What follows belongs to an exercise in optimizing a design on an open flow for small area; a production flow would make more cautious choices.
Only simulation tests tie the RTL to the original design; equivalence was not proved.
Power figures rest on the tool's default switching activity, not on a simulated workload.

[config.mk]
export PLATFORM = sky130hd
export DESIGN_NAME = main_mem_responder
export DESIGN_NICKNAME = main_mem_responder
export VERILOG_FILES = /design/flow/design.v
export SDC_FILE = /design/flow/constraint.sdc
export NUM_CORES = 4
export LEC_CHECK = 0
export CAP_MARGIN = 20
export CORE_MARGIN = 2
export CORE_UTILIZATION = 50
export PLACE_DENSITY = 0.55
export SLEW_MARGIN = 20
export SYNTH_HIERARCHICAL = 1
[design.v]
module mmr_ao22 (
  input  logic a1, a2, b1, b2,
  output logic y
);
  assign y = (a1 & a2) | (b1 & b2);
endmodule
module mmr_oai22 (
  input  logic a1, a2, b1, b2,
  output logic y
);
  assign y = ~((a1 | a2) & (b1 | b2));
endmodule
module mmr_nand2 (
  input  logic a, b,
  output logic y
);
  assign y = ~(a & b);
endmodule
module mmr_nor2 (
  input  logic a, b,
  output logic y
);
  assign y = ~(a | b);
endmodule
module mmr_rd16 (
  input  logic [15:0] x,
  output logic        y
);
  logic [3:0] p;
  assign p[0] = ~|x[3:0];
  assign p[1] = ~|x[7:4];
  assign p[2] = ~|x[11:8];
  assign p[3] = ~|x[15:12];
  assign y = ~&p;
endmodule
module main_mem_responder #(
  parameter int unsigned AW          = 8,
  parameter int unsigned DW          = 16,
  parameter int unsigned DEPTH       = 256,
  parameter int unsigned TURN_CYCLES = 1
) (
  input  logic          clk,
  input  logic          rst,
  input  logic [AW-1:0] mem_addr,
  input  logic          mem_write_en,
  input  logic [DW-1:0] bus_in,
  output logic [DW-1:0] bus_out,
  output logic          bus_oe,
  input  logic          load_valid,
  output logic          load_ready,
  input  logic [AW-1:0] load_addr,
  input  logic [DW-1:0] load_data,
  output logic [AW:0]   load_count,
  output logic          busy_turn
);
  localparam int unsigned CW = $clog2(TURN_CYCLES + 1);
  localparam logic [CW-1:0] TurnInit = CW'(TURN_CYCLES - 1);
  localparam logic [AW:0] CountMax = (AW + 1)'(DEPTH);
  typedef enum logic [1:0] {StHold, StTurn, StDrive, StWrite} state_e;
  state_e              state_q;
  logic [CW-1:0]       turn_cnt_q;
  logic [DEPTH*DW-1:0] store_q;
  logic [DEPTH*DW-1:0] store_d;
  logic                valid_q;
  logic                load_fire;
  assign bus_oe     = (state_q == StDrive) & ~mem_write_en;
  assign busy_turn  = (state_q == StHold) | (state_q == StTurn);
  assign load_ready = ~rst & (state_q != StHold) & ~mem_write_en;
  assign load_fire  = load_valid & load_ready;
  always_ff @(posedge clk or posedge rst) begin
    if (rst) begin
      state_q    <= StHold;
      turn_cnt_q <= '0;
    end else begin
      unique case (state_q)
        StHold: begin
          if (mem_write_en) begin
            state_q <= StWrite;
          end else begin
            state_q    <= StTurn;
            turn_cnt_q <= TurnInit;
          end
        end
        StTurn: begin
          if (mem_write_en) begin
            state_q <= StWrite;
          end else if (turn_cnt_q == '0) begin
            state_q <= StDrive;
          end else begin
            turn_cnt_q <= turn_cnt_q - CW'(1);
          end
        end
        StDrive: begin
          if (mem_write_en) begin
            state_q <= StWrite;
          end
        end
        StWrite: begin
          if (!mem_write_en) begin
            state_q    <= StTurn;
            turn_cnt_q <= TurnInit;
          end
        end
        default: state_q <= StHold;
      endcase
    end
  end
  logic [AW-1:0]    waddr;
  logic [DW-1:0]    wdata;
  logic             wact;
  logic             wclr;
  logic [DEPTH-1:0] whit;
  logic [DEPTH-1:0] wkeep;
  assign waddr = mem_write_en ? mem_addr : load_addr;
  assign wdata = mem_write_en ? bus_in : load_data;
  assign wact  = mem_write_en | load_fire;
  assign wclr  = wact & ~valid_q;
  logic [15:0] wlo_n, whi_n;
  always_comb begin
    for (int unsigned k = 0; k < 16; k++) begin
      wlo_n[k] = ~(wact & (waddr[3:0] == 4'(k)));
      whi_n[k] = ~(waddr[7:4] == 4'(k));
    end
  end
  for (genvar i = 0; i < DEPTH; i++) begin : g_wdec
    mmr_nor2 u_hit  (.a(whi_n[i/16]), .b(wlo_n[i%16]), .y(whit[i]));
    mmr_nor2 u_keep (.a(whit[i]), .b(wclr), .y(wkeep[i]));
  end
  for (genvar i = 0; i < DEPTH; i++) begin : g_word
    for (genvar b = 0; b < DW; b++) begin : g_bit
      mmr_ao22 u_next (
        .a1(whit[i]), .a2(wdata[b]), .b1(wkeep[i]), .b2(store_q[i*DW+b]),
        .y(store_d[i*DW+b])
      );
    end
  end
  always_ff @(posedge clk) begin
    store_q <= store_d;
  end
  always_ff @(posedge clk or posedge rst) begin
    if (rst) begin
      valid_q <= 1'b0;
    end else if (wact) begin
      valid_q <= 1'b1;
    end
  end
  logic [DEPTH-1:0] rsel_n;
  logic [15:0]      rlo, rhi;
  always_comb begin
    for (int unsigned k = 0; k < 16; k++) begin
      rlo[k] = (mem_addr[3:0] == 4'(k));
      rhi[k] = (mem_addr[7:4] == 4'(k));
    end
  end
  for (genvar i = 0; i < DEPTH; i++) begin : g_rdec
    mmr_nand2 u_sel (.a(rhi[i/16]), .b(rlo[i%16]), .y(rsel_n[i]));
  end
  localparam int unsigned N1 = DEPTH / 2;    
  localparam int unsigned N3 = N1 / 16;      
  logic [DW-1:0] rdata;
  for (genvar b = 0; b < DW; b++) begin : g_rbit
    logic [N1-1:0] l1;
    logic [N3-1:0] l3;
    for (genvar j = 0; j < N1; j++) begin : g_l1
      mmr_oai22 u_l1 (
        .a1(store_q[(2*j)*DW+b]),   .a2(rsel_n[2*j]),
        .b1(store_q[(2*j+1)*DW+b]), .b2(rsel_n[2*j+1]),
        .y(l1[j])
      );
    end
    for (genvar j = 0; j < N3; j++) begin : g_l3
      mmr_rd16 u_l3 (.x(l1[16*j +: 16]), .y(l3[j]));
    end
    assign rdata[b] = ~|l3;
  end
  always_ff @(posedge clk or posedge rst) begin
    if (rst) begin
      bus_out <= '0;
    end else if (!mem_write_en) begin
      bus_out <= rdata & {DW{valid_q}};
    end
  end
  always_ff @(posedge clk or posedge rst) begin
    if (rst) begin
      load_count <= '0;
    end else if (load_fire && (load_count != CountMax)) begin
      load_count <= load_count + (AW + 1)'(1);
    end
  end
endmodule
[constraint.sdc]
create_clock -name core_clock -period 8.0 [get_ports {clk}]
set_input_delay 1.6000 -clock core_clock [delete_from_list [all_inputs] [get_ports {clk}]]
set_output_delay 1.6000 -clock core_clock [all_outputs]
set_load 0.01 [all_outputs]
[run.sh]
#!/bin/bash
# synth_recipe.tcl (not shown) runs the flow's synth.tcl, then flattens the netlist and writes it again
# the make line also repeats each setting of config.mk as NAME=value (left out here)
make -C /OpenROAD-flow-scripts/flow DESIGN_CONFIG=/design/flow/config.mk WORK_HOME=/design/flow/orfs CLKGATE_MAP_FILE= SYNTH_SCRIPT=/design/flow/synth_recipe.tcl finish
==> flow_summary_export.csv, run 1 <==
group,metric,value,unit
worst_setup_path,r2r-end,"store_q[1639]",
clocking,clk_pin_slew,0.07,ns
sta,worst_slew_pin_slew,1.40,ns
placement,place_area,150000,um2
global_routing,overflow,0,
global_routing,grt_pass1_wl,833,mm
worst_setup_path,ff2ff_path_depth,9,
synthesis,yosysTopAreaCellShare,0.586,
sta,period_share,0.817,
synthesis,synthCells,11962,
die,num_rows,194,
clocking,clock_path_buffers,4,
detailed_routing,wire_per_inst,34.4,um
sta,holdWs,0.470,ns
clocking,clock_sinks,4124,
detailed_routing,wl,584,mm
synthesis,ys.flop_type,"dfxtp_1",
sta,setup_violations,0,
flow_run,max-cap-violations,0,
placement,gp_congestion,0.967,
synthesis,synth_area,140000,um2
worst_hold_path,hold_path_depth,1,
detailed_routing,vias,123994,
worst_setup_path,crit_path_end_kind,"flop",
synthesis,synth_edf_count,0,
synthesis,synthArstFlopShare,0.00679,
synthesis,ys_seq_elements,4124,
worst_setup_path,worstPathRequired,8.85,ns
synthesis,yosys_warnings,7,
die,design.core.area,279000,um2
clocking,root_buffer,"clkbuf_16",
die,fp.dieW,533,um
worst_setup_path,crit_fanout,16,
placement,detailed_place_hpwl,362,mm
clocking,clock_latency,0.98,ns
clocking,post_cts_buffers,0,
worst_setup_path,cp-start-kind,"input pin",
sta,hold_violations,0,
global_routing,antenna_found_initial,48,
detailed_routing,viasPerCell,7.30,
clocking,cts_tree,"built",
worst_setup_path,worstReg2RegStart,"state_q[1]",
sta,clock_skew,0.0415,ns
detailed_routing,route.detailed.drc,0,
detailed_routing,ant_nets,0,
sta,slew_violations,0,
power_and_ir_drop,irDropWorstVdd,0.205,mV
status,status,"no timing/DRC/antenna violations",
clocking,h-tree-depth,5,
synthesis,synth_area_leaders,"dfxtp_1 (59%), a22o_1 (26%), o22ai_1 (9.2%)",
power_and_ir_drop,power.leakage,66.9,nW
die,die_area,284000,um2
global_routing,track_usage,0.389,
worst_setup_path,r2r_slack,3.05,ns
detailed_routing,first_pass_iters,8,
die,ios,80,
clocking,numCtsBuffers,415,
global_routing,grt_pass1_vias,115824,
detailed_routing,drtIter0Drc,16653,
sta,maxSlewHeadroom,0.0590,
die,die_h,533,um
global_routing,grt_start_max_net_pins,138,
power_and_ir_drop,powerDensity,282,nW/um2
final_layout,fin_area,164000,um2
final_layout,drive_gt1_frac,0.106,
synthesis,yosysTopAreaCell,"dfxtp_1",
worst_hold_path,min_from,"store_q[2397]",
final_layout,finalNetCount,12971,
sta,setup_tns,0,ns
sta,fmax,153,MHz
worst_hold_path,hold_path_class,"reg2reg",
die,start_util,0.502,
synthesis,ys_types,40,
synthesis,yosysSeqAreaShare,0.591,
synthesis,syn_area_per_cell,11.7,um2
placement,io_buffers,79,
clocking,post_cts_resized,0,
sta,rsz0062_at_grt,"false",
worst_hold_path,min_to,"store_q[2397]",
final_layout,nFillCells,22896,
worst_setup_path,crit_start,"mem_addr[1]",
synthesis,syn-num-nets,12020,
sta,layout_min_cycle_time,6.54,ns
worst_setup_path,path_class,"in2reg",
worst_setup_path,critPathArrivalTime,7.39,ns
final_layout,syn2layout_area_growth,17.5,%
clocking,holdBufCountCts,0,
## worst max-delay path, cell delays in order
cell and delay (ns):
clkdlybuf4s50_1 0.84, nand2b_1 0.47, nor2_4 0.17, buf_4 0.34
nand2_1 0.55, o22ai_1 0.33, nor4_1 0.96, nand4_1 0.58
nor4_1 0.86, buf_4 0.23, nand2_1 0.14, o41ai_1 0.27
## stage by stage
step	cells	util	power (mW)	setup slack, ns
after floorplan	11962	-	24.7	1.78
after global placement	16180	0.535	26.2	0.0292
after detailed placement	16195	0.536	26.3	0.618
after CTS	16946	0.587	46.3	1.61
after global routing	16980	0.589	47.5	1.48
final	16996	0.589	46.4	1.46
## worst max-delay path by stage
| stage | to | slack (ns) |
|---|---|---|
| global placement | bus_out[13] | 0.03 |
| detailed placement | bus_out[10] | 0.62 |
| CTS | bus_out[10] | 1.61 |
| finish | bus_out[10] | 1.46 |
| floorplan | store_q[0] | 1.78 |
| global route | bus_out[10] | 1.48 |
## cells in the final DEF (no fill, tap or decap), drive strengths merged, types with 2 or more instances in the layout
cell              n
a21oi             2
a22o           4098
a31oi             2
and3              2
buf             467
bufinv           46
clkbuf          596
clkdlybuf4s50    78
clkinv           86
clkinvlp         15
dfrtp            28
dfxtp          4096
diode            25
ha                6
inv              18
mux2             17
nand2           335
nand2b           11
nand3             3
nand4           130
nor2            560
nor3             18
nor4            530
nor4b             3
o21ai             6
o22ai          2057
o2bb2ai           2
o41ai            14
or2               2
or3               2
xnor2             5
xor2              2
## where the power goes
part | leakage (nW) | internal [mW] | switching, mW
Combinational | 26.3 | 1.28 | 1.90
Clock | 6.96 | 11.9 | 8.35
Sequential | 33.6 | 22.0 | 0.939
Total | 66.9 | 35.2 | 11.2
## cell usage after synthesis, types with 3 or more instances
cell type     n
a22o_1     4098
dfxtp_1    4096
o22ai_1    2057
nor2_1      560
nor4_1      530
nand2_1     335
nand4_1     130
dfrtp_1      28
nor3_1       18
mux2_2       17
o41ai_1      14
nand2b_1     11
inv_1         9
clkbuf_1      6
ha_1          6
o21ai_0       6
xnor2_1       5
buf_2         4
nand3_1       3
## cell families after synthesis
group,synth area share
AOI/OAI and AO/OA,0.350
xor gates and xnor gates,0.000438
adders and majority gates,0.000537
and+or+nand+nor,0.0556
muxes,0.00137
buffers and inverters,0.000599
DFF,0.591
## layout make-up
class                   instances  area [um2]  area share
flip-flops and latches       4124       82700       0.503
multi-input cells            7817       58100       0.354
clock buffers                 596       12100      0.0735
well taps                    3724        4660      0.0283
repair buffers                545        4630      0.0282
clock inverters               155        2040      0.0124
diodes                         25        62.6    0.000381
inverters                      10        37.5    0.000228
## layer usage
layer / track usage / vias to the layer above / wire length, um
li1: - / 52444 / -
met1: 0.545 / 62269 / 241000
met2: 0.562 / 7827 / 247000
met3: 0.0943 / 1404 / 64200
met4: 0.188 / 50 / 31800
met5: 0 / - / 337
## flip-flops by register name (all words and copies together), names as in the netlist
signal and cells:
state_q 2, store_q 4096, load_count 9, valid_q 1, bus_out 16
## Yosys stat by module (local to each module, per instance)
module              times used  cells inside  flops+latches  area (um2)
main_mem_responder           1          4410           4124       84300
mmr_rd16                   128             5              0        31.3
mmr_ao22                  4096             1              0        8.76
mmr_oai22                 2048             1              0        6.26
mmr_nand2                  256             1              0        3.75
mmr_nor2                   512             1              0        3.75
==> run 2, diff against run 1 <==
--- a/design.v
+++ b/design.v
@@ -15,6 +15,12 @@
   output logic y
 );
   assign y = ~(a & b);
+endmodule
+module mmr_and2 (
+  input  logic a, b,
+  output logic y
+);
+  assign y = a & b;
 endmodule
 module mmr_nor2 (
   input  logic a, b,
@@ -115,15 +121,15 @@
   assign wdata = mem_write_en ? bus_in : load_data;
   assign wact  = mem_write_en | load_fire;
   assign wclr  = wact & ~valid_q;
-  logic [15:0] wlo_n, whi_n;
+  logic [15:0] wlo, whi;
   always_comb begin
     for (int unsigned k = 0; k < 16; k++) begin
-      wlo_n[k] = ~(wact & (waddr[3:0] == 4'(k)));
-      whi_n[k] = ~(waddr[7:4] == 4'(k));
+      wlo[k] = wact & (waddr[3:0] == 4'(k));
+      whi[k] = (waddr[7:4] == 4'(k));
     end
   end
   for (genvar i = 0; i < DEPTH; i++) begin : g_wdec
-    mmr_nor2 u_hit  (.a(whi_n[i/16]), .b(wlo_n[i%16]), .y(whit[i]));
+    mmr_and2 u_hit  (.a(whi[i/16]), .b(wlo[i%16]), .y(whit[i]));
     mmr_nor2 u_keep (.a(whit[i]), .b(wclr), .y(wkeep[i]));
   end
   for (genvar i = 0; i < DEPTH; i++) begin : g_word
--- a/config.mk
+++ b/config.mk
@@ -7,7 +7,10 @@
 export LEC_CHECK = 0
 export CAP_MARGIN = 20
 export CORE_MARGIN = 2
-export CORE_UTILIZATION = 50
-export PLACE_DENSITY = 0.55
+export CORE_UTILIZATION = 60
+export CTS_BUF_LIST = sky130_fd_sc_hd__clkbuf_8
+export CTS_CLUSTER_DIAMETER = 70
+export CTS_CLUSTER_SIZE = 14
+export PLACE_DENSITY = 0.65
 export SLEW_MARGIN = 20
 export SYNTH_HIERARCHICAL = 1
==> flow_summary_export.csv, run 2 <==
group,metric,value,unit
worst_setup_path,ff2ff_path_depth,10,
clocking,clock_path_buffers,4,
placement,gp_congestion,1.02,
die,die_h,488,um
worst_setup_path,worstReg2RegStart,"state_q[1]",
worst_hold_path,hold_path_depth,1,
worst_hold_path,hold_path_class,"reg2reg",
clocking,post_cts_buffers,0,
final_layout,top_register,"store_q",
power_and_ir_drop,internal_power,27.2,mW
synthesis,synthArstFlopShare,0.00679,
placement,io_buffers,79,
synthesis,yosysTopAreaCellShare,0.583,
power_and_ir_drop,power.leakage,61.6,nW
die,fp.dieW,488,um
clocking,root_buffer,"clkbuf_8",
detailed_routing,ant_nets,0,
global_routing,track_usage,0.440,
sta,rsz0062_at_grt,"false",
global_routing,grt_pass1_vias,113864,
final_layout,stdcell_count,15858,
sta,worst_slack,0.916,ns
sta,setup_violations,0,
die,ios,80,
flow_run,max-cap-violations,0,
sta,slew_violations,0,
sta,holdWs,0.476,ns
worst_setup_path,cp_slowest_stage_delay,1.01,ns
worst_setup_path,crit_path_end_kind,"flop",
synthesis,syn_area_per_cell,11.7,um2
synthesis,ys_seq_elements,4124,
final_layout,largest_reg_flops,4096,
sta,worst_slew_pin_slew,1.38,ns
power_and_ir_drop,powerDensity,239,nW/um2
power_and_ir_drop,seqPwrFrac,0.623,
worst_hold_path,min_from,"store_q[3890]",
placement,placed_cells,15332,
placement,dpl_worst_slack,0.280,ns
detailed_routing,vias,123905,
detailed_routing,viasPerCell,7.81,
global_routing,grt_pass1_wl,790,mm
synthesis,ys_types,41,
detailed_routing,route.detailed.drc,0,
power_and_ir_drop,power_switching,9.48,mW
detailed_routing,wire_per_inst,34.7,um
worst_setup_path,crit_top_cell,"nand2_1",
status,status,"no timing/DRC/antenna violations",
synthesis,synthCells,11973,
synthesis,synth_edf_count,0,
global_routing,overflow,0,
sta,maxSlewHeadroom,0.0782,
synthesis,ys_top_cells_by_count,"a22o_1 (4096), dfxtp_1 (4096), o22ai_1 (2048), nor4_1 (530), nor2_1 (342)",
clocking,holdBufCountCts,0,
worst_setup_path,worstPathRequired,8.97,ns
final_layout,syn2layout_area_growth,8.94,%
synthesis,yosys_warnings,7,
worst_setup_path,path_class,"in2reg",
clocking,numCtsBuffers,344,
worst_setup_path,cp-start-kind,"input pin",
worst_setup_path,crit_chain,"clkdlybuf4s50_1, inv_1, nand2_1, nor3_2, buf_4, nand2_1, o22ai_1, nor4_1, nand4_1, nor4_2, nand2_1, o41ai_1",
worst_setup_path,critPathArrivalTime,8.06,ns
global_routing,grt_start_max_net_pins,156,
synthesis,synth_area_leaders,"dfxtp_1 (58%), a22o_1 (26%), o22ai_1 (9.1%)",
die,die_area,238000,um2
clocking,post_cts_resized,0,
sta,layout_min_cycle_time,7.08,ns
clocking,clk_pin_slew,0.09,ns
power_and_ir_drop,switching_share,0.258,
clocking,cts_tree,"built",
worst_setup_path,crit_start,"mem_addr[2]",
sta,fmax,141,MHz
detailed_routing,first_pass_iters,9,
final_layout,reg.largest.list,"store_q: 4096 flops, bus_out: 16 flops, load_count: 9 flops",
synthesis,yosysSeqAreaShare,0.588,
synthesis,syn-num-nets,12031,
detailed_routing,wl,550,mm
clocking,clock_sinks,4124,
global_routing,antenna_found_initial,59,
clocking,h-tree-depth,5,
clocking,clock_latency,1.11,ns
synthesis,ys.flop_type,"dfxtp_1",
final_layout,finalNetCount,12627,
power_and_ir_drop,comb_power_share,0.087,
power_and_ir_drop,clkPwrFrac,0.291,
synthesis,yosysTopAreaCell,"dfxtp_1",
worst_setup_path,crit_slowest_cell,"nor4_1",
power_and_ir_drop,irDropWorstVdd,0.181,mV
die,design.core.area,233000,um2
sta,hold_violations,0,
final_layout,mostFrequentLayoutCells,"a22o_1 (4096), dfxtp_1 (4096), o22ai_1 (2048)",
final_layout,drive_gt1_frac,0.0610,
sta,period_share,0.886,
die,num_rows,177,
die,start_util,0.604,
worst_setup_path,crit_fanout,18,
detailed_routing,drtIter0Drc,19585,
synthesis,synth_area,141000,um2
placement,detailed_place_hpwl,339,mm
sta,clock_skew,0.0570,ns
run 2: cell count changes in the layout (fill, tap and decap cells not counted), sizes merged, moves of 45 or more:
cell	previous run	this run
nor2	560	342
bufinv	46	1
clkbuf	596	351
clkinv	86	0
buf	467	188
diode	25	125
and2	0	256
run 2: Yosys stat by module (local to each module, per instance):
module,flip-flops and latches,cell area [um2]
main_mem_responder,4124,84400
mmr_oai22,0,6.26
mmr_nand2,0,3.75
mmr_rd16,0,31.3
mmr_and2,0,6.26
mmr_nor2,0,3.75
mmr_ao22,0,8.76
run 2: layer usage:
metal | part of all wire | track usage | routed length, um | vias to the layer above
met1 | 0.39 | 0.603 | 213000 | 61006
met5 | 0.00037 | 0 | 204 | -
met2 | 0.41 | 0.600 | 224000 | 9639
li1 | - | - | - | 51531
met4 | 0.066 | 0.270 | 36500 | 28
met3 | 0.14 | 0.139 | 76500 | 1701
run 2: logic make-up after synthesis:
kind of cell	Yosys count	synth area share
xor+xnor	7	0.000436
simple gates	1604	0.0599
buf+inv	28	0.000828
compound gates	6188	0.349
mux	16	0.00128
flops	4124	0.588
fa+ha+maj	6	0.000534
run 2: final timing paths:
path	end	slack [ns]
max reg2reg	store_q[3771]	3.05
min reg2reg	store_q[3890]	0.48
min in group asynchronous	state_q[1]	1.22
max	bus_out[9]	0.92
min	store_q[3890]	0.48
max in group asynchronous	bus_out[13]	6.04
run 2: cell type report:
type,count,area (um2)
Fill cell,18098,79600
Antenna cell,125,313
Multi-Input combinational cell,7821,58700
Clock inverter,27,149
Timing Repair Buffer,266,2460
Clock buffer,351,4830
Sequential cell,4124,82700
Tap cell,3132,3920
Inverter,12,45.0
run 2: metrics by stage:
| step | setup TNS (ns) | instance area, um2 | util | total power [mW] |
|---|---|---|---|---|
| 2_1_floorplan | 0 | 141000 | - | 24.7 |
| 3_3_place_gp | -0.275 | 147000 | 0.632 | 26.1 |
| 3_5_place_dp | 0 | 147000 | 0.633 | 26.3 |
| 4_1_cts | 0 | 152000 | 0.654 | 36.5 |
| 5_1_grt | 0 | 153000 | 0.657 | 37.6 |
| 6_report | 0 | 153000 | 0.658 | 36.7 |
run 2: power by group through the flow:
| stage | logic (mW) | clock network, mW | registers [mW] |
|---|---|---|---|
| 3_3_place_gp | 2.91 | 0 | 23.2 |
| 5_1_grt | 3.24 | 11.4 | 23.0 |
| 6_report | 3.18 | 10.7 | 22.8 |
| 3_5_place_dp | 3.02 | 0 | 23.2 |
| 4_1_cts | 3.03 | 10.6 | 22.8 |
| 2_1_floorplan | 1.74 | 0 | 23.0 |
run 2: critical path, delay by kind of cell:
| kind | cells | cell delay (ns) |
|---|---|---|
| buffers and inverters | 3 | 1.39 |
| and+or+nand+nor | 7 | 4.28 |
| AOI/OAI and AO/OA | 2 | 0.67 |
==> run 3, diff against run 2 <==
--- a/config.mk
+++ b/config.mk
@@ -7,10 +7,10 @@
 export LEC_CHECK = 0
 export CAP_MARGIN = 20
 export CORE_MARGIN = 2
-export CORE_UTILIZATION = 60
+export CORE_UTILIZATION = 72
 export CTS_BUF_LIST = sky130_fd_sc_hd__clkbuf_8
 export CTS_CLUSTER_DIAMETER = 70
-export CTS_CLUSTER_SIZE = 14
-export PLACE_DENSITY = 0.65
+export CTS_CLUSTER_SIZE = 16
+export PLACE_DENSITY = 0.76
 export SLEW_MARGIN = 20
 export SYNTH_HIERARCHICAL = 1
==> flow_summary_export.csv, run 3 <==
group,metric,value,unit
status,status,"no timing/DRC/antenna violations",
clocking,post_cts_buffers,0,
clocking,clk_pin_slew,0.10,ns
sta,setup_violations,0,
clocking,numCtsBuffers,307,
sta,hold_violations,0,
detailed_routing,route.detailed.drc,0,
worst_setup_path,crit_path_end_kind,"flop",
detailed_routing,drtIter0Drc,24748,
final_layout,top_register,"store_q",
sta,clock_skew,0.0628,ns
placement,detailed_place_hpwl,328,mm
synthesis,syn_area_per_cell,11.7,um2
synthesis,synth_edf_count,0,
detailed_routing,wire_per_inst,35.1,um
die,fp.dieW,446,um
worst_setup_path,crit_fanout,16,
final_layout,syn2layout_area_growth,7.91,%
synthesis,synthArstFlopShare,0.00679,
global_routing,grt_use_met2,0.694,
final_layout,reg.largest.list,"store_q: 4096 flops, bus_out: 16 flops, load_count: 9 flops",
sta,maxSlewHeadroom,0.0374,
detailed_routing,vias,128078,
power_and_ir_drop,total_power,36.1,mW
synthesis,yosysSeqAreaShare,0.588,
global_routing,grt_pass1_vias,116330,
worst_setup_path,cp-start-kind,"input pin",
sta,worst_slew_pin_slew,1.43,ns
synthesis,yosysTopAreaCell,"dfxtp_1",
clocking,holdBufCountCts,0,
worst_setup_path,path_class,"in2reg",
global_routing,grt_start_max_net_pins,159,
die,design.core.area,194000,um2
die,die_area,199000,um2
die,start_util,0.723,
clocking,clock_path_buffers,4,
global_routing,track_usage,0.510,
power_and_ir_drop,irDropWorstVdd,0.206,mV
worst_setup_path,critPathArrivalTime,7.62,ns
detailed_routing,ant_nets,0,
sta,layout_min_cycle_time,6.62,ns
detailed_routing,first_pass_iters,30,
flow_run,max-cap-violations,0,
placement,placed_cells,14713,
global_routing,use_met1,0.666,
sta,period_share,0.827,
detailed_routing,viasPerCell,8.41,
placement,gp_congestion,1.09,
synthesis,ys.flop_type,"dfxtp_1",
synthesis,synthCells,11973,
synthesis,synth_area_leaders,"dfxtp_1 (58%), a22o_1 (26%), o22ai_1 (9.1%)",
synthesis,yosys_warnings,7,
clocking,root_buffer,"clkbuf_8",
sta,rsz0062_at_grt,"false",
die,num_rows,162,
power_and_ir_drop,powerDensity,238,nW/um2
die,die_h,446,um
global_routing,top_usage_layer,"met2",
synthesis,ys_seq_elements,4124,
final_layout,nFillCells,12271,
worst_hold_path,hold_path_class,"reg2reg",
final_layout,mostFrequentLayoutCells,"a22o_1 (4096), dfxtp_1 (4096), o22ai_1 (2048)",
global_routing,grt_pass1_wl,772,mm
final_layout,drive_gt1_frac,0.0538,
sta,fmax,151,MHz
placement,io_buffers,79,
clocking,post_cts_resized,0,
worst_setup_path,worstPathRequired,9.00,ns
detailed_routing,wl,535,mm
final_layout,largest_reg_flops,4096,
global_routing,overflow,0,
global_routing,antenna_found_initial,64,
synthesis,ys_top_cells_by_count,"a22o_1 (4096), dfxtp_1 (4096), o22ai_1 (2048), nor4_1 (530), nor2_1 (342)",
final_layout,finalNetCount,12561,
clocking,h-tree-depth,5,
die,ios,80,
clocking,clock_sinks,4124,
power_and_ir_drop,power.leakage,61.2,nW
sta,slew_violations,0,
synthesis,syn-num-nets,12031,
synthesis,synth_area,141000,um2
clocking,clock_latency,1.14,ns
sta,holdWs,0.478,ns
synthesis,ys_types,41,
sta,setup_tns,0,ns
clocking,cts_tree,"built",
synthesis,yosysTopAreaCellShare,0.583,
global_routing,use_met3,0.210,
final_layout,stdcell_count,15221,
run 3: cell counts after synthesis:
Identical to the previous run, type by type.
run 3: final timing paths:
check,from,end,slack (ns),cells after the start
setup / recovery,mem_addr[2],bus_out[2],1.38,13
hold / removal,store_q[169],store_q[169],0.48,1
setup reg to reg,state_q[1],store_q[2763],2.72,10
hold reg to reg,store_q[169],store_q[169],0.48,1
max in group asynchronous,rst,bus_out[13],6.29,3
min in group asynchronous,rst,state_q[1],0.88,2
run 3: Yosys stat by module, one instance, submodules excluded:
module	times used	cell area, um2	cells inside
mmr_ao22	4096	8.76	1
mmr_nand2	256	3.75	1
mmr_and2	256	6.26	1
mmr_nor2	256	3.75	1
mmr_rd16	128	31.3	5
mmr_oai22	2048	6.26	1
main_mem_responder	1	84400	4421
run 3: kinds of logic (layout without fill, tap and decap cells):
group / count (synthesis) / in the layout / share of synthesized area
AOI/OAI and AO/OA: 6188 / 6188 / 0.349
adders and majority gates: 6 / 6 / 0.000534
and+or+nand+nor: 1604 / 1604 / 0.0599
muxes: 16 / 16 / 0.00128
other: 0 / 148 / 0
xor gates and xnor gates: 7 / 7 / 0.000436
buffers and inverters: 28 / 586 / 0.000828
DFF: 4124 / 4124 / 0.588
run 3: per-layer routing:
metal | up-vias | wire [um]
li1 | 51470 | -
met1 | 61251 | 190000
met2 | 12532 | 213000
met3 | 2782 | 89800
met4 | 43 | 41700
met5 | - | 325
run 3: cell type report:
| type | instances | area, um2 | area share |
|---|---|---|---|
| tap | 2542 | 3180 | 0.0210 |
| timing repair buffer | 237 | 2290 | 0.0151 |
| inverter | 12 | 45.0 | 0.000297 |
| sequential | 4124 | 82700 | 0.545 |
| multi-input combinational | 7821 | 58700 | 0.387 |
| antenna | 148 | 370 | 0.00244 |
| clock inverter | 24 | 120 | 0.000792 |
| clock buffer | 313 | 4310 | 0.0284 |
run 3: metrics by stage:
step	utilization	area [um2]	setup slack [ns]
after floorplan	-	141000	1.55
after global placement	0.752	146000	0.795
after detailed placement	0.753	146000	0.823
after CTS	0.775	151000	1.97
after global routing	0.779	151000	1.74
final	0.780	152000	1.38
run 3: worst max-delay path, stage by stage:
cell and delay (ns):
clkdlybuf4s50_1 0.85, inv_1 0.17, nand2_1 0.36, nor2_4 0.05, buf_4 0.38, nand2_1 0.39
buf_4 0.24, o22ai_1 0.10, nor4_1 1.09, nand4_1 0.66, nor4_2 1.10, nand2_1 0.24
o41ai_1 0.33
run 3: where the power goes:
part	internal [mW]	switching (mW)	total, mW
Clock	3.55	6.51	10.1
Sequential	21.9	0.951	22.9
Combinational	1.26	1.87	3.13
Total	26.8	9.33	36.1
==> run 4, diff against run 3 <==
--- a/config.mk
+++ b/config.mk
@@ -5,12 +5,12 @@
 export SDC_FILE = /design/flow/constraint.sdc
 export NUM_CORES = 4
 export LEC_CHECK = 0
-export CAP_MARGIN = 20
+export CAP_MARGIN = 5
 export CORE_MARGIN = 2
 export CORE_UTILIZATION = 72
 export CTS_BUF_LIST = sky130_fd_sc_hd__clkbuf_8
 export CTS_CLUSTER_DIAMETER = 70
 export CTS_CLUSTER_SIZE = 16
 export PLACE_DENSITY = 0.76
-export SLEW_MARGIN = 20
+export SLEW_MARGIN = 5
 export SYNTH_HIERARCHICAL = 1
==> flow_summary_export.csv, run 4 <==
group,metric,value,unit
status,status,"failed layout checks",
status,so_faults,"max-capacitance violations, max-slew violations",
synthesis,synth_area,141000,um2
synthesis,synth_edf_count,0,
detailed_routing,viasPerCell,8.38,
synthesis,synthArstFlopShare,0.00679,
synthesis,synth_area_leaders,"dfxtp_1 (58%), a22o_1 (26%), o22ai_1 (9.1%)",
final_layout,nFillCells,12383,
sta,setup_tns,0,ns
power_and_ir_drop,power_switching,9.32,mW
synthesis,yosysSeqAreaShare,0.588,
die,die_h,446,um
global_routing,antenna_found_initial,61,
global_routing,track_usage,0.510,
final_layout,finalNetCount,12537,
sta,slew_violations,23,
die,fp.dieW,446,um
worst_setup_path,crit_path_end_kind,"flop",
worst_hold_path,hold_path_depth,1,
placement,dpl_worst_slack,0.811,ns
detailed_routing,drtIter0Drc,26195,
final_layout,seq_area,82700,um2
worst_setup_path,crit_fanout,16,
power_and_ir_drop,clkPwrFrac,0.280,
worst_hold_path,hold_path_class,"reg2reg",
synthesis,yosysTopAreaCellShare,0.583,
synthesis,synthCells,11973,
global_routing,grt_start_max_net_pins,159,
final_layout,final_core_util,0.778,
worst_setup_path,path_class,"in2reg",
final_layout,multi_input_area,58300,um2
placement,detailed_place_hpwl,327,mm
detailed_routing,vias,127401,
synthesis,ys.flop_type,"dfxtp_1",
synthesis,ys_seq_elements,4124,
clocking,post_cts_buffers,0,
clocking,h-tree-depth,5,
final_layout,largest_reg_flops,4096,
die,design.core.area,194000,um2
detailed_routing,first_pass_iters,10,
sta,hold_violations,0,
worst_setup_path,critPathArrivalTime,7.79,ns
power_and_ir_drop,total_power,36.1,mW
detailed_routing,route.detailed.drc,0,
sta,worst_slew_pin_slew,1.55,ns
worst_setup_path,crit_chain,"clkdlybuf4s50_1, nand2b_1, nor3_2, buf_4, nand2_1, o22ai_1, nor4_1, nand4_1, nor4_1, nand2_1, o41ai_1",
sta,layout_min_cycle_time,6.82,ns
sta,fmax,147,MHz
die,num_rows,162,
sta,rsz0062_at_grt,"false",
power_and_ir_drop,powerDensity,239,nW/um2
synthesis,yosysTopAreaCell,"dfxtp_1",
global_routing,overflow,0,
detailed_routing,ant_nets,0,
worst_setup_path,cp-start-kind,"input pin",
flow_run,max-cap-violations,3,
power_and_ir_drop,internal_power,26.8,mW
global_routing,grt_pass1_vias,116075,
clocking,clk_pin_slew,0.10,ns
detailed_routing,wire_per_inst,35.1,um
clocking,cts_tree,"built",
clocking,numCtsBuffers,308,
worst_setup_path,crit_slowest_cell,"nor4_1",
clocking,root_buffer,"clkbuf_8",
power_and_ir_drop,seqPwrFrac,0.634,
clocking,clock_path_buffers,4,
final_layout,reg.largest.list,"store_q: 4096 flops, bus_out: 16 flops, load_count: 9 flops",
die,die_area,199000,um2
final_layout,drive_gt1_frac,0.0420,
detailed_routing,wl,534,mm
synthesis,yosys_warnings,7,
worst_setup_path,ff2ff_path_depth,10,
die,start_util,0.723,
final_layout,syn2layout_area_growth,7.52,%
final_layout,top_register,"store_q",
placement,io_buffers,79,
sta,maxSlewHeadroom,-0.0438,
clocking,clock_latency,1.14,ns
clocking,post_cts_resized,0,
power_and_ir_drop,irDropWorstVdd,0.206,mV
power_and_ir_drop,power.leakage,61.0,nW
synthesis,syn_area_per_cell,11.7,um2
placement,gp_congestion,1.09,
synthesis,syn-num-nets,12031,
clocking,clock_sinks,4124,
power_and_ir_drop,comb_power_share,0.086,
final_layout,mostFrequentLayoutCells,"a22o_1 (4096), dfxtp_1 (4096), o22ai_1 (2048)",
sta,period_share,0.853,
sta,worst_slack,1.18,ns
worst_setup_path,worstPathRequired,8.97,ns
die,ios,80,
synthesis,ys_types,41,
sta,clock_skew,0.0601,ns
sta,setup_violations,0,
power_and_ir_drop,switching_share,0.258,
clocking,holdBufCountCts,0,
worst_setup_path,cp_slowest_stage_delay,1.25,ns
synthesis,ys_top_cells_by_count,"a22o_1 (4096), dfxtp_1 (4096), o22ai_1 (2048), nor4_1 (530), nor2_1 (342)",
global_routing,grt_pass1_wl,773,mm
run 4: through the flow:
step | area, um2 | instances | hold WS (ns)
after CTS | 151000 | 15048 | 0.481
final | 151000 | 15209 | 0.479
after detailed placement | 146000 | 14711 | 0.454
after global routing | 151000 | 15099 | 0.484
after floorplan | 141000 | 11973 | 0.440
after global placement | 146000 | 14711 | 0.452
run 4: power by group through the flow:
stage | clock network [mW] | logic, mW | registers (mW)
5_1_grt | 10.7 | 3.15 | 23.0
4_1_cts | 9.98 | 2.92 | 22.8
3_5_place_dp | 0 | 2.91 | 23.3
2_1_floorplan | 0 | 1.74 | 23.0
3_3_place_gp | 0 | 2.78 | 23.2
6_report | 10.1 | 3.12 | 22.9
run 4: routing by layer:
layer,vias up,GRT usage,share of wire
li1,51452,-,-
met1,60914,0.669,0.35
met2,12222,0.693,0.40
met3,2767,0.209,0.17
met4,46,0.323,0.079
met5,-,0.000977,0.00071
run 4: layout make-up:
| cell class | count | area share |
|---|---|---|
| Tap cell | 2542 | 0.0210 |
| Multi-Input combinational cell | 7821 | 0.386 |
| Inverter | 12 | 0.000298 |
| Clock inverter | 19 | 0.000778 |
| Antenna cell | 161 | 0.00267 |
| Clock buffer | 318 | 0.0290 |
| Timing Repair Buffer | 212 | 0.0134 |
| Sequential cell | 4124 | 0.547 |
run 4: logic make-up after synthesis:
logic type / synth area share
mux: 0.00128
simple gates: 0.0599
xor+xnor: 0.000436
buf+inv: 0.000828
compound gates: 0.349
flops: 0.588
fa+ha+maj: 0.000534
run 4: worst max-delay path, delay by kind of cell:
family	cells	cell delay, ns
buffers and inverters	2	1.16
AOI/OAI and AO/OA	2	0.57
and+or+nand+nor	7	4.36
run 4: path summary, 6_finish.rpt:
path | startpoint | end | slack (ns)
min in group asynchronous | rst | state_q[1] | 0.87
worst min register to register | store_q[1051] | store_q[1051] | 0.48
worst max register to register | state_q[1] | store_q[1712] | 2.12
worst min-delay path | store_q[1051] | store_q[1051] | 0.48
max in group asynchronous | rst | bus_out[7] | 6.34
worst max-delay path | mem_addr[1] | bus_out[8] | 1.18
run 4: modules after synthesis, one instance, submodules excluded:
module              flops+latches  cells inside
main_mem_responder           4124          4421
mmr_rd16                        0             5
mmr_ao22                        0             1
mmr_and2                        0             1
mmr_oai22                       0             1
mmr_nand2                       0             1
mmr_nor2                        0             1
==> run 5, diff against run 4 <==
--- a/design.v
+++ b/design.v
@@ -1,8 +1,8 @@
-module mmr_ao22 (
+module mmr_oa22 (
   input  logic a1, a2, b1, b2,
   output logic y
 );
-  assign y = (a1 & a2) | (b1 & b2);
+  assign y = (a1 | a2) & (b1 | b2);
 endmodule
 module mmr_oai22 (
   input  logic a1, a2, b1, b2,
@@ -15,18 +15,6 @@
   output logic y
 );
   assign y = ~(a & b);
-endmodule
-module mmr_and2 (
-  input  logic a, b,
-  output logic y
-);
-  assign y = a & b;
-endmodule
-module mmr_nor2 (
-  input  logic a, b,
-  output logic y
-);
-  assign y = ~(a | b);
 endmodule
 module mmr_rd16 (
   input  logic [15:0] x,
@@ -112,15 +100,15 @@
     end
   end
   logic [AW-1:0]    waddr;
-  logic [DW-1:0]    wdata;
+  logic [DW-1:0]    wdata_n;
   logic             wact;
-  logic             wclr;
-  logic [DEPTH-1:0] whit;
-  logic [DEPTH-1:0] wkeep;
-  assign waddr = mem_write_en ? mem_addr : load_addr;
-  assign wdata = mem_write_en ? bus_in : load_data;
-  assign wact  = mem_write_en | load_fire;
-  assign wclr  = wact & ~valid_q;
+  logic             wclr_n;
+  logic [DEPTH-1:0] whit_n;
+  logic [DEPTH-1:0] wkeep_n;
+  assign waddr   = mem_write_en ? mem_addr : load_addr;
+  assign wdata_n = ~(mem_write_en ? bus_in : load_data);
+  assign wact    = mem_write_en | load_fire;
+  assign wclr_n  = ~(wact & ~valid_q);
   logic [15:0] wlo, whi;
   always_comb begin
     for (int unsigned k = 0; k < 16; k++) begin
@@ -129,13 +117,13 @@
     end
   end
   for (genvar i = 0; i < DEPTH; i++) begin : g_wdec
-    mmr_and2 u_hit  (.a(whi[i/16]), .b(wlo[i%16]), .y(whit[i]));
-    mmr_nor2 u_keep (.a(whit[i]), .b(wclr), .y(wkeep[i]));
+    mmr_nand2 u_hit  (.a(whi[i/16]), .b(wlo[i%16]), .y(whit_n[i]));
+    mmr_nand2 u_keep (.a(whit_n[i]), .b(wclr_n), .y(wkeep_n[i]));
   end
   for (genvar i = 0; i < DEPTH; i++) begin : g_word
     for (genvar b = 0; b < DW; b++) begin : g_bit
-      mmr_ao22 u_next (
-        .a1(whit[i]), .a2(wdata[b]), .b1(wkeep[i]), .b2(store_q[i*DW+b]),
+      mmr_oa22 u_next (
+        .a1(whit_n[i]), .a2(wdata_n[b]), .b1(wkeep_n[i]), .b2(store_q[i*DW+b]),
         .y(store_d[i*DW+b])
       );
     end
@@ -177,7 +165,7 @@
     for (genvar j = 0; j < N3; j++) begin : g_l3
       mmr_rd16 u_l3 (.x(l1[16*j +: 16]), .y(l3[j]));
     end
-    assign rdata[b] = ~|l3;
+    assign rdata[b] = |l3;
   end
   always_ff @(posedge clk or posedge rst) begin
     if (rst) begin
--- a/config.mk
+++ b/config.mk
@@ -5,12 +5,12 @@
 export SDC_FILE = /design/flow/constraint.sdc
 export NUM_CORES = 4
 export LEC_CHECK = 0
-export CAP_MARGIN = 5
+export CAP_MARGIN = 12
 export CORE_MARGIN = 2
 export CORE_UTILIZATION = 72
 export CTS_BUF_LIST = sky130_fd_sc_hd__clkbuf_8
 export CTS_CLUSTER_DIAMETER = 70
 export CTS_CLUSTER_SIZE = 16
 export PLACE_DENSITY = 0.76
-export SLEW_MARGIN = 5
+export SLEW_MARGIN = 12
 export SYNTH_HIERARCHICAL = 1
==> flow_summary_export.csv, run 5 <==
group,metric,value,unit
status,status,"failed layout checks",
status,so_faults,"max-capacitance violations, max-slew violations",
worst_hold_path,hold_path_class,"reg2reg",
detailed_routing,route.detailed.drc,0,
synthesis,synth_area,140000,um2
clocking,clk_pin_slew,0.11,ns
global_routing,overflow,0,
detailed_routing,drtIter0Drc,21342,
final_layout,drive_gt1_frac,0.0476,
detailed_routing,viasPerCell,8.31,
synthesis,syn-num-nets,12033,
synthesis,yosysTopAreaCellShare,0.586,
synthesis,synth_area_leaders,"dfxtp_1 (59%), o22a_1 (26%), o22ai_1 (9.2%)",
clocking,clock_path_buffers,4,
worst_setup_path,worstPathRequired,8.97,ns
global_routing,grt_pass1_wl,765,mm
clocking,numCtsBuffers,308,
global_routing,track_usage,0.507,
detailed_routing,vias,125894,
clocking,cts_tree,"built",
die,design.core.area,193000,um2
worst_setup_path,critPathArrivalTime,7.45,ns
clocking,root_buffer,"clkbuf_8",
worst_setup_path,crit_chain,"clkdlybuf4s50_1, inv_1, nand2_1, nor3_2, buf_4, nand2_1, o22ai_1, nor4_1, nand4_1, or4_1, o21ai_0, o21ai_0",
synthesis,yosysTopAreaCell,"dfxtp_1",
clocking,holdBufCountCts,0,
synthesis,synthCells,11975,
sta,rsz0062_at_grt,"false",
synthesis,syn_area_per_cell,11.7,um2
synthesis,ys_top_cells_by_count,"o22a_1 (4098), dfxtp_1 (4096), o22ai_1 (2048), nand2_1 (799), nor4_1 (514)",
detailed_routing,wl,527,mm
die,start_util,0.726,
worst_setup_path,cp_slowest_stage_delay,0.99,ns
final_layout,finalNetCount,12594,
detailed_routing,wire_per_inst,34.8,um
synthesis,synthArstFlopShare,0.00679,
placement,detailed_place_hpwl,332,mm
synthesis,yosys_warnings,7,
synthesis,synth.most_common_cell,"o22a_1",
worst_setup_path,crit_buf_inv,3,
clocking,clock_latency,1.16,ns
synthesis,yosysSeqAreaShare,0.591,
die,fp.dieW,445,um
worst_setup_path,path_class,"in2reg",
final_layout,final_core_util,0.783,
global_routing,grt_pass1_vias,117525,
synthesis,ys_seq_elements,4124,
worst_setup_path,cp-start-kind,"input pin",
final_layout,top_register,"store_q",
worst_setup_path,crit_fanout,16,
sta,period_share,0.811,
clocking,h-tree-depth,5,
placement,gp_congestion,1.07,
sta,layout_min_cycle_time,6.49,ns
die,num_rows,161,
final_layout,reg.largest.list,"store_q: 4096 flops, bus_out: 16 flops, load_count: 9 flops",
power_and_ir_drop,powerDensity,260,nW/um2
clocking,clock_sinks,4124,
placement,io_buffers,79,
final_layout,stdcell_count,15146,
final_layout,largest_reg_flops,4096,
sta,worst_slew_pin_slew,1.52,ns
synthesis,ys.flop_type,"dfxtp_1",
power_and_ir_drop,power.leakage,51.4,nW
sta,fmax,154,MHz
sta,holdWs,0.484,ns
worst_setup_path,crit_path_end_kind,"flop",
sta,slew_violations,3,
sta,hold_violations,0,
worst_setup_path,crit_slowest_cell,"nor4_1",
clocking,post_cts_buffers,0,
flow_run,max-cap-violations,2,
detailed_routing,ant_nets,0,
sta,setup_tns,0,ns
sta,maxSlewHeadroom,-0.0197,
sta,setup_violations,0,
power_and_ir_drop,irDropWorstVdd,0.214,mV
synthesis,synth_edf_count,0,
sta,clock_skew,0.0451,ns
die,die_h,445,um
final_layout,syn2layout_area_growth,7.80,%
detailed_routing,first_pass_iters,10,
final_layout,layout_commonest_cell,"o22a_1",
power_and_ir_drop,total_power,39.2,mW
placement,placed_cells,14749,
synthesis,ys_types,38,
worst_setup_path,cp_top_family,"simple AND/OR/NAND/NOR gates",
die,ios,80,
clocking,post_cts_resized,0,
die,die_area,198000,um2
final_layout,mostFrequentLayoutCells,"o22a_1 (4098), dfxtp_1 (4096), o22ai_1 (2048)",
global_routing,antenna_found_initial,61,
global_routing,grt_start_max_net_pins,146,
run 5: changes by cell type after synthesis, moves of 2 or more:
cell	change
mux2i_1	+16
and2_1	-256
o41ai_1	-14
nor2_1	-272
a22o_1	-4096
o21ai_0	+30
o22a_1	+4096
mux2_2	-16
or4_1	+32
nor3_1	-2
nor4_1	-16
nand2_1	+498
buf_2	+3
run 5: cell families (layout without fill, tap and decap cells):
kind of cell,Yosys count,in the layout,synth area share
XOR/XNOR,7,7,0.000438
flip-flops,4124,4124,0.591
AND/OR/NAND/NOR,1585,1585,0.0556
multiplexers,16,16,0.00114
buffers and inverters,31,624,0.000885
AO/OA/AOI/OAI,6206,6206,0.351
adder cells (fa/ha/maj),6,6,0.000536
other,0,52,0
run 5: power by group:
part	total [mW]	internal [mW]	switching [mW]	leakage (nW)
combinational	4.08	2.13	1.96	14.4
clock	10.1	3.62	6.46	2.40
sequential	25.0	23.3	1.69	34.6
run 5: metrics by stage:
step / instance area [um2] / worst slack (ns)
global placement: 146000 / 0.885
global route: 151000 / 1.74
floorplan: 140000 / 1.68
CTS: 151000 / 2.07
detailed placement: 146000 / 0.899
finish: 151000 / 1.51
run 5: area by class of cell:
cell class / instances / area [um2]
clock inverters: 25 / 149
inverters: 12 / 45.0
multi-input cells: 7820 / 57700
well taps: 2526 / 3160
flip-flops and latches: 4124 / 82700
fillers: 12318 / 41900
diodes: 52 / 130
clock buffers: 317 / 4360
repair buffers: 270 / 2620
run 5: worst paths after layout:
kind | start | to | slack [ns] | depth (start not counted)
worst min register to register | store_q[28] | store_q[28] | 0.48 | 1
min in group asynchronous | rst | load_count[4] | 0.87 | 2
worst min-delay path | store_q[28] | store_q[28] | 0.48 | 1
max in group asynchronous | rst | bus_out[11] | 6.29 | 3
worst max-delay path | mem_addr[2] | bus_out[0] | 1.51 | 12
worst max register to register | state_q[1] | store_q[2688] | 2.64 | 10
run 5: per-module statistics from Yosys, one instance, submodules excluded:
module	flip-flops and latches	times used	area (um2)	cells inside
main_mem_responder	4124	1	84400	4423
mmr_oai22	0	2048	6.26	1
mmr_rd16	0	128	31.3	5
mmr_nand2	0	768	3.75	1
mmr_oa22	0	4096	8.76	1
run 5: worst register-to-register path, delay by kind of cell, from the launching register on:
family,cells,cell delay [ns]
AO/OA/AOI/OAI,2,0.43
buffers and inverters,2,0.67
AND/OR/NAND/NOR,5,3.41
adder cells (fa/ha/maj),1,0.34
flip-flops,1,0.45
run 5: per-layer routing:
metal | GRT usage | share of wire | wire length [um]
met5 | 0 | 0.00053 | 279
met4 | 0.384 | 0.095 | 50100
met3 | 0.177 | 0.15 | 78500
met2 | 0.723 | 0.41 | 215000
met1 | 0.633 | 0.35 | 182000
==> run 6, diff against run 5 <==
--- a/config.mk
+++ b/config.mk
@@ -5,12 +5,12 @@
 export SDC_FILE = /design/flow/constraint.sdc
 export NUM_CORES = 4
 export LEC_CHECK = 0
-export CAP_MARGIN = 12
+export CAP_MARGIN = 30
 export CORE_MARGIN = 2
 export CORE_UTILIZATION = 72
 export CTS_BUF_LIST = sky130_fd_sc_hd__clkbuf_8
 export CTS_CLUSTER_DIAMETER = 70
-export CTS_CLUSTER_SIZE = 16
+export CTS_CLUSTER_SIZE = 14
 export PLACE_DENSITY = 0.76
-export SLEW_MARGIN = 12
+export SLEW_MARGIN = 30
 export SYNTH_HIERARCHICAL = 1
==> flow_summary_export.csv, run 6 <==
group,metric,value,unit
sta,period_share,0.808,
clocking,holdBufCountCts,0,
placement,detailed_place_hpwl,333,mm
sta,setup_tns,0,ns
final_layout,top_register,"store_q",
detailed_routing,first_pass_iters,10,
global_routing,use_met3,0.184,
final_layout,final_core_util,0.787,
detailed_routing,wl,529,mm
synthesis,syn_area_per_cell,11.7,um2
final_layout,layout_commonest_cell,"o22a_1",
die,die_h,445,um
global_routing,grt_use_met2,0.725,
clocking,clock_sinks,4124,
synthesis,ys.flop_type,"dfxtp_1",
global_routing,grt_start_max_net_pins,146,
status,status,"no timing/DRC/antenna violations",
sta,holdWs,0.483,ns
die,num_rows,161,
clocking,h-tree-depth,5,
final_layout,stdcell_count,15194,
sta,setup_violations,0,
worst_setup_path,crit_fanout,16,
synthesis,yosysSeqAreaShare,0.591,
worst_setup_path,path_class,"in2reg",
detailed_routing,route.detailed.drc,0,
sta,layout_min_cycle_time,6.46,ns
final_layout,reg.largest.list,"store_q: 4096 flops, bus_out: 16 flops, load_count: 9 flops",
synthesis,synthCells,11975,
synthesis,synthArstFlopShare,0.00679,
detailed_routing,ant_nets,0,
global_routing,top_usage_layer,"met2",
global_routing,track_usage,0.510,
synthesis,yosysTopAreaCellShare,0.586,
sta,maxSlewHeadroom,0.150,
sta,rsz0062_at_grt,"false",
sta,slew_violations,0,
sta,hold_violations,0,
synthesis,yosys_warnings,7,
power_and_ir_drop,powerDensity,261,nW/um2
final_layout,drive_gt1_frac,0.0530,
die,start_util,0.726,
final_layout,mostFrequentLayoutCells,"o22a_1 (4098), dfxtp_1 (4096), o22ai_1 (2048)",
final_layout,syn2layout_area_growth,8.41,%
global_routing,grt_pass1_vias,118237,
placement,io_buffers,79,
clocking,clock_path_buffers,4,
detailed_routing,vias,126749,
placement,placed_cells,14753,
power_and_ir_drop,total_power,39.6,mW
clocking,cts_tree,"built",
global_routing,grt_pass1_wl,769,mm
worst_setup_path,cp_slowest_stage_delay,1.07,ns
synthesis,synth_edf_count,0,
clocking,clk_pin_slew,0.10,ns
die,design.core.area,193000,um2
global_routing,use_met1,0.630,
worst_setup_path,crit_chain,"clkdlybuf4s50_1, inv_1, nand2_1, nor3_2, buf_4, nand2_1, o22ai_1, nor4_1, nand4_1, or4_1, o21ai_0, o21ai_0",
power_and_ir_drop,power.leakage,51.8,nW
clocking,clock_latency,1.18,ns
sta,fmax,155,MHz
global_routing,antenna_found_initial,57,
worst_setup_path,worstPathRequired,8.99,ns
detailed_routing,viasPerCell,8.34,
synthesis,synth.most_common_cell,"o22a_1",
sta,worst_slew_pin_slew,1.26,ns
clocking,post_cts_buffers,0,
worst_setup_path,crit_path_end_kind,"flop",
sta,clock_skew,0.0530,ns
worst_hold_path,hold_path_class,"reg2reg",
worst_setup_path,cp-start-kind,"input pin",
worst_hold_path,hold_path_depth,1,
synthesis,synth_area,140000,um2
detailed_routing,drtIter0Drc,21075,
flow_run,max-cap-violations,0,
worst_setup_path,crit_slowest_cell,"nor4_1",
synthesis,syn-num-nets,12033,
placement,gp_congestion,1.07,
die,die_area,198000,um2
power_and_ir_drop,irDropWorstVdd,0.249,mV
synthesis,synth_area_leaders,"dfxtp_1 (59%), o22a_1 (26%), o22ai_1 (9.2%)",
synthesis,ys_top_cells_by_count,"o22a_1 (4098), dfxtp_1 (4096), o22ai_1 (2048), nand2_1 (799), nor4_1 (514)",
synthesis,ys_seq_elements,4124,
die,fp.dieW,445,um
worst_setup_path,ff2ff_path_depth,10,
clocking,root_buffer,"clkbuf_8",
global_routing,overflow,0,
detailed_routing,wire_per_inst,34.8,um
synthesis,yosysTopAreaCell,"dfxtp_1",
clocking,post_cts_resized,0,
synthesis,ys_types,38,
final_layout,largest_reg_flops,4096,
final_layout,finalNetCount,12636,
die,ios,80,
clocking,numCtsBuffers,344,
worst_setup_path,critPathArrivalTime,7.45,ns
==> run 6: cell counts after synthesis <==
No cell type changed its count.
==> run 6: per-stage QoR <==
step / worst slack, ns / cell area [um2]
2_1_floorplan: 1.68 / 140000
3_3_place_gp: 0.885 / 146000
3_5_place_dp: 0.926 / 146000
4_1_cts: 2.09 / 151000
5_1_grt: 1.71 / 152000
6_report: 1.54 / 152000
==> run 6: worst paths after layout <==
kind / startpoint / to / slack (ns)
setup / recovery: mem_addr[2] / bus_out[4] / 1.54
max in group asynchronous: rst / bus_out[5] / 6.27
hold / removal: store_q[2102] / store_q[2102] / 0.48
setup reg to reg: state_q[1] / store_q[990] / 2.86
hold reg to reg: store_q[2102] / store_q[2102] / 0.48
min in group asynchronous: rst / load_count[5] / 0.88
==> run 6: report_power, final <==
| part | total (mW) | leakage (nW) | internal, mW | switching [mW] |
|---|---|---|---|---|
| clock network | 10.5 | 2.62 | 3.97 | 6.56 |
| registers | 25.0 | 34.6 | 23.3 | 1.69 |
| logic | 4.11 | 14.5 | 2.14 | 1.97 |
==> run 6: per-module statistics from Yosys (local to each module, per instance) <==
module              cells  area [um2]  flip-flops and latches  times used
main_mem_responder   4423       84400                    4124           1
mmr_nand2               1        3.75                       0         768
mmr_oa22                1        8.76                       0        4096
mmr_oai22               1        6.26                       0        2048
mmr_rd16                5        31.3                       0         128
==> run 6: metal layers <==
metal / wire length (um) / vias to the layer above
met1: 182000 / 61244
li1: - / 51598
met4: 50700 / 42
met5: 418 / -
met3: 79500 / 2889
met2: 217000 / 10976
==> run 6: cells by family (layout without fill, tap and decap cells) <==
group / count (synthesis) / after routing / share of synthesized area
XOR/XNOR: 7 / 7 / 0.000438
buffers and inverters: 31 / 661 / 0.000885
adder cells (fa/ha/maj): 6 / 6 / 0.000536
AO/OA/AOI/OAI: 6206 / 6206 / 0.351
multiplexers: 16 / 16 / 0.00114
AND/OR/NAND/NOR: 1585 / 1585 / 0.0556
flip-flops: 4124 / 4124 / 0.591
other: 0 / 63 / 0
==> run 6: cell type report <==
cell class                 instances  area (um2)
fill                           12166       41100
sequential                      4124       82700
multi-input combinational       7820       57900
timing repair buffer             276        2780
inverter                          12        45.0
tap                             2526        3160
clock buffer                     350        4820
antenna                           63         158
clock inverter                    23         135
==> run 6: worst max-delay path, delay by kind of cell <==
family,cells,cell delay (ns)
AOI/OAI and AO/OA,3,0.63
buffers and inverters,3,1.32
and+or+nand+nor,6,3.85
==> run 7, diff against run 6 <==
==> config.mk (replaced) <==
export PLATFORM = sky130hd
export DESIGN_NAME = main_mem_responder
export DESIGN_NICKNAME = main_mem_responder
export VERILOG_FILES = /design/flow/design.v
export SDC_FILE = /design/flow/constraint.sdc
export NUM_CORES = 4
export LEC_CHECK = 0
export CAP_MARGIN = 20
export CORE_MARGIN = 2
export CORE_UTILIZATION = 60
export CTS_BUF_LIST = sky130_fd_sc_hd__clkbuf_8
export CTS_CLUSTER_DIAMETER = 70
export CTS_CLUSTER_SIZE = 14
export PLACE_DENSITY = 0.65
export SLEW_MARGIN = 20
export SYNTH_HIERARCHICAL = 1
==> flow_summary_export.csv, run 7 <==
group,metric,value,unit
sta,period_share,0.836,
final_layout,fin_area,152000,um2
detailed_routing,drt-met1-wl,208,mm
sta,slew_violations,0,
detailed_routing,ant_nets,0,
die,die_area,237000,um2
placement,io_buffers,79,
detailed_routing,viasPerCell,7.85,
clocking,clock_latency,1.12,ns
final_layout,final_core_util,0.656,
synthesis,yosysSeqAreaShare,0.591,
worst_setup_path,path_class,"in2reg",
final_layout,layout_commonest_cell,"o22a_1",
power_and_ir_drop,seqPwrFrac,0.630,
global_routing,antenna_found_initial,50,
die,fp.dieW,487,um
synthesis,yosysTopAreaCell,"dfxtp_1",
placement,detailed_place_hpwl,343,mm
power_and_ir_drop,powerDensity,259,nW/um2
detailed_routing,drtIter0Drc,17750,
clocking,clock_path_buffers,4,
synthesis,syn_area_per_cell,11.7,um2
clocking,post_cts_buffers,0,
worst_setup_path,crit_path_end_kind,"flop",
die,num_rows,177,
die,ios,80,
flow_run,max-cap-violations,0,
synthesis,ys.flop_type,"dfxtp_1",
sta,setup_tns,0,ns
clocking,holdBufCountCts,0,
final_layout,largest_reg_flops,4096,
global_routing,overflow,0,
clocking,post_cts_resized,0,
detailed_routing,routed.top_layer,"met5",
synthesis,synthArstFlopShare,0.00679,
worst_setup_path,crit_cells,11,
final_layout,mostFrequentLayoutCells,"o22a_1 (4098), dfxtp_1 (4096), o22ai_1 (2048)",
worst_setup_path,cp-start-kind,"input pin",
detailed_routing,wl_met2,227,mm
worst_hold_path,hold_path_depth,1,
clocking,clk_pin_slew,0.10,ns
synthesis,synthCells,11975,
global_routing,track_usage,0.435,
sta,maxSlewHeadroom,0.0362,
clocking,cts_tree,"built",
sta,layout_min_cycle_time,6.69,ns
power_and_ir_drop,power.leakage,51.8,nW
clocking,h-tree-depth,5,
synthesis,ys_seq_elements,4124,
die,design.core.area,232000,um2
power_and_ir_drop,switching_share,0.257,
worst_setup_path,crit_chain,"clkdlybuf4s50_1, nand2b_1, nor3_2, buf_4, nand2_1, o22ai_1, nor4_1, nand4_1, or4_1, o21ai_0, o21ai_0",
final_layout,nFillCells,18080,
synthesis,yosysTopAreaCellShare,0.586,
worst_setup_path,critPathArrivalTime,7.63,ns
sta,hold_violations,0,
detailed_routing,wl_met3,68.4,mm
worst_hold_path,hold_path_class,"reg2reg",
die,start_util,0.602,
final_layout,reg.largest.list,"store_q: 4096 flops, bus_out: 16 flops, load_count: 9 flops",
global_routing,grt_pass1_wl,780,mm
power_and_ir_drop,power_switching,10.2,mW
status,status,"no timing/DRC/antenna violations",
synthesis,ys_top_cells_by_count,"o22a_1 (4098), dfxtp_1 (4096), o22ai_1 (2048), nand2_1 (799), nor4_1 (514)",
synthesis,synth_edf_count,0,
detailed_routing,vias,123528,
clocking,root_buffer,"clkbuf_8",
clocking,clock_sinks,4124,
clocking,numCtsBuffers,344,
detailed_routing,route.detailed.drc,0,
worst_setup_path,crit_buf_inv,2,
detailed_routing,first_pass_iters,9,
synthesis,syn-num-nets,12033,
power_and_ir_drop,internal_power,29.4,mW
final_layout,syn2layout_area_growth,8.94,%
detailed_routing,wl,542,mm
synthesis,synth.most_common_cell,"o22a_1",
sta,clock_skew,0.0533,ns
synthesis,synth_area,140000,um2
sta,worst_slew_pin_slew,1.45,ns
worst_setup_path,ff2ff_path_depth,10,
synthesis,ys_types,38,
power_and_ir_drop,clkPwrFrac,0.268,
global_routing,grt_start_max_net_pins,151,
final_layout,finalNetCount,12671,
worst_setup_path,worstPathRequired,8.94,ns
worst_setup_path,cp_slowest_stage_delay,1.08,ns
synthesis,yosys_warnings,7,
worst_setup_path,cp_top_family,"simple AND/OR/NAND/NOR gates",
die,die_h,487,um
sta,fmax,149,MHz
sta,setup_violations,0,
detailed_routing,wire_per_inst,34.5,um
synthesis,synth_area_leaders,"dfxtp_1 (59%), o22a_1 (26%), o22ai_1 (9.2%)",
sta,rsz0062_at_grt,"false",
final_layout,top_register,"store_q",
worst_setup_path,crit_top_cell,"o21ai_0",
worst_setup_path,crit_fanout,16,
worst_setup_path,crit_slowest_cell,"nor4_1",
global_routing,grt_pass1_vias,114550,
placement,gp_congestion,1.03,
placement,place_area,147000,um2
power_and_ir_drop,total_power,39.6,mW
power_and_ir_drop,comb_power_share,0.102,
power_and_ir_drop,irDropWorstVdd,0.219,mV
final_layout,drive_gt1_frac,0.0546,
==> run 7: worst paths after layout <==
path | to | start | slack, ns
min in group asynchronous | valid_q | rst | 1.05
worst min register to register | store_q[3457] | store_q[3457] | 0.48
worst max-delay path | bus_out[14] | mem_addr[1] | 1.31
max in group asynchronous | bus_out[2] | rst | 6.56
worst max register to register | store_q[733] | state_q[1] | 3.00
worst min-delay path | store_q[3457] | store_q[3457] | 0.48
==> run 7: layout make-up <==
class                   count  area [um2]  share of cell area
clock inverters            23         158             0.00103
diodes                     59         148            0.000968
multi-input cells        7820       57800               0.379
repair buffers            311        3000              0.0197
inverters                  12        45.0            0.000295
well taps                3043        3810              0.0250
clock buffers             347        4780              0.0313
flip-flops and latches   4124       82700               0.542
==> run 7: metrics by stage <==
step | hold slack (ns) | setup WS, ns | std cells
2_1_floorplan | 0.451 | 1.68 | 11975
4_1_cts | 0.485 | 1.96 | 15678
3_5_place_dp | 0.466 | 0.818 | 15308
6_report | 0.480 | 1.31 | 15739
5_1_grt | 0.494 | 1.57 | 15692
3_3_place_gp | 0.458 | 0.699 | 15298
==> run 7: routing by layer <==
layer / vias up / global-route usage
met4: 32 / 0.274
met5: - / 0
met2: 8696 / 0.625
li1: 51678 / -
met3: 1848 / 0.131
met1: 61274 / 0.572
==> run 7: cells by family after synthesis <==
kind of cell / synth area share
XOR/XNOR: 0.000438
multiplexers: 0.00114
buffers and inverters: 0.000885
adder cells (fa/ha/maj): 0.000536
AO/OA/AOI/OAI: 0.351
flip-flops: 0.591
AND/OR/NAND/NOR: 0.0556
==> run 7: power groups by stage <==
| stage | Sequential [mW] | Clock (mW) | Combinational [mW] |
|---|---|---|---|
| 2_1_floorplan | 24.8 | 0 | 2.73 |
| 3_3_place_gp | 25.2 | 0 | 3.71 |
| 3_5_place_dp | 25.3 | 0 | 3.94 |
| 4_1_cts | 24.8 | 10.6 | 3.94 |
| 5_1_grt | 25.2 | 11.3 | 4.24 |
| 6_report | 24.9 | 10.6 | 4.05 |
==> run 7: modules after synthesis (local to each module, per instance) <==
module,flops+latches,cell area (um2),cells inside,copies in the design
main_mem_responder,4124,84400,4423,1
mmr_oa22,0,8.76,1,4096
mmr_oai22,0,6.26,1,2048
mmr_nand2,0,3.75,1,768
mmr_rd16,0,31.3,5,128

[what the ideal ports hide]
No port has a modelled driver above. Below, the same layouts with a new extraction and two added sets of constraints. Step 1 (the two cells are an assumption about what drives the block):
set clk [get_ports {clk}]
set_driving_cell -lib_cell sky130_fd_sc_hd__clkbuf_16 $clk
set_driving_cell -lib_cell sky130_fd_sc_hd__buf_2 [delete_from_list [all_inputs] $clk]
Step 2 moves the port delays by t, midway between the first and last clock arrival at a register: inputs arrive t later, outputs are due t later. That takes back most of the time a late clock gives input paths. a / b / c = no drivers / after step 1 / after step 2; a / b = the first two.
run | t, ns | setup WS [ns] | worst slew at a driven data input, ns
run 1 | 1.062 | 1.463 / 1.501 / 0.440 | 0.21
run 2 | 1.194 | 0.916 / 0.962 / -0.232 | 0.20
run 3 | 1.201 | 1.382 / 1.445 / 0.244 | 0.14
run 4 | 1.188 | 1.180 / 1.235 / 0.046 | 0.15
run 5 | 1.230 | 1.512 / 1.507 / 0.278 | 0.13
run 6 | 1.239 | 1.536 / 1.577 / 0.338 | 0.13
run 7 | 1.179 | 1.310 / 1.367 / 0.188 | 0.24
With both steps, setup timing fails in run 2, where it was met with ideal ports. For run 5, which loses most, drivers alone change the setup slack by -0.005 ns; drivers and shift together by -1.234 ns.
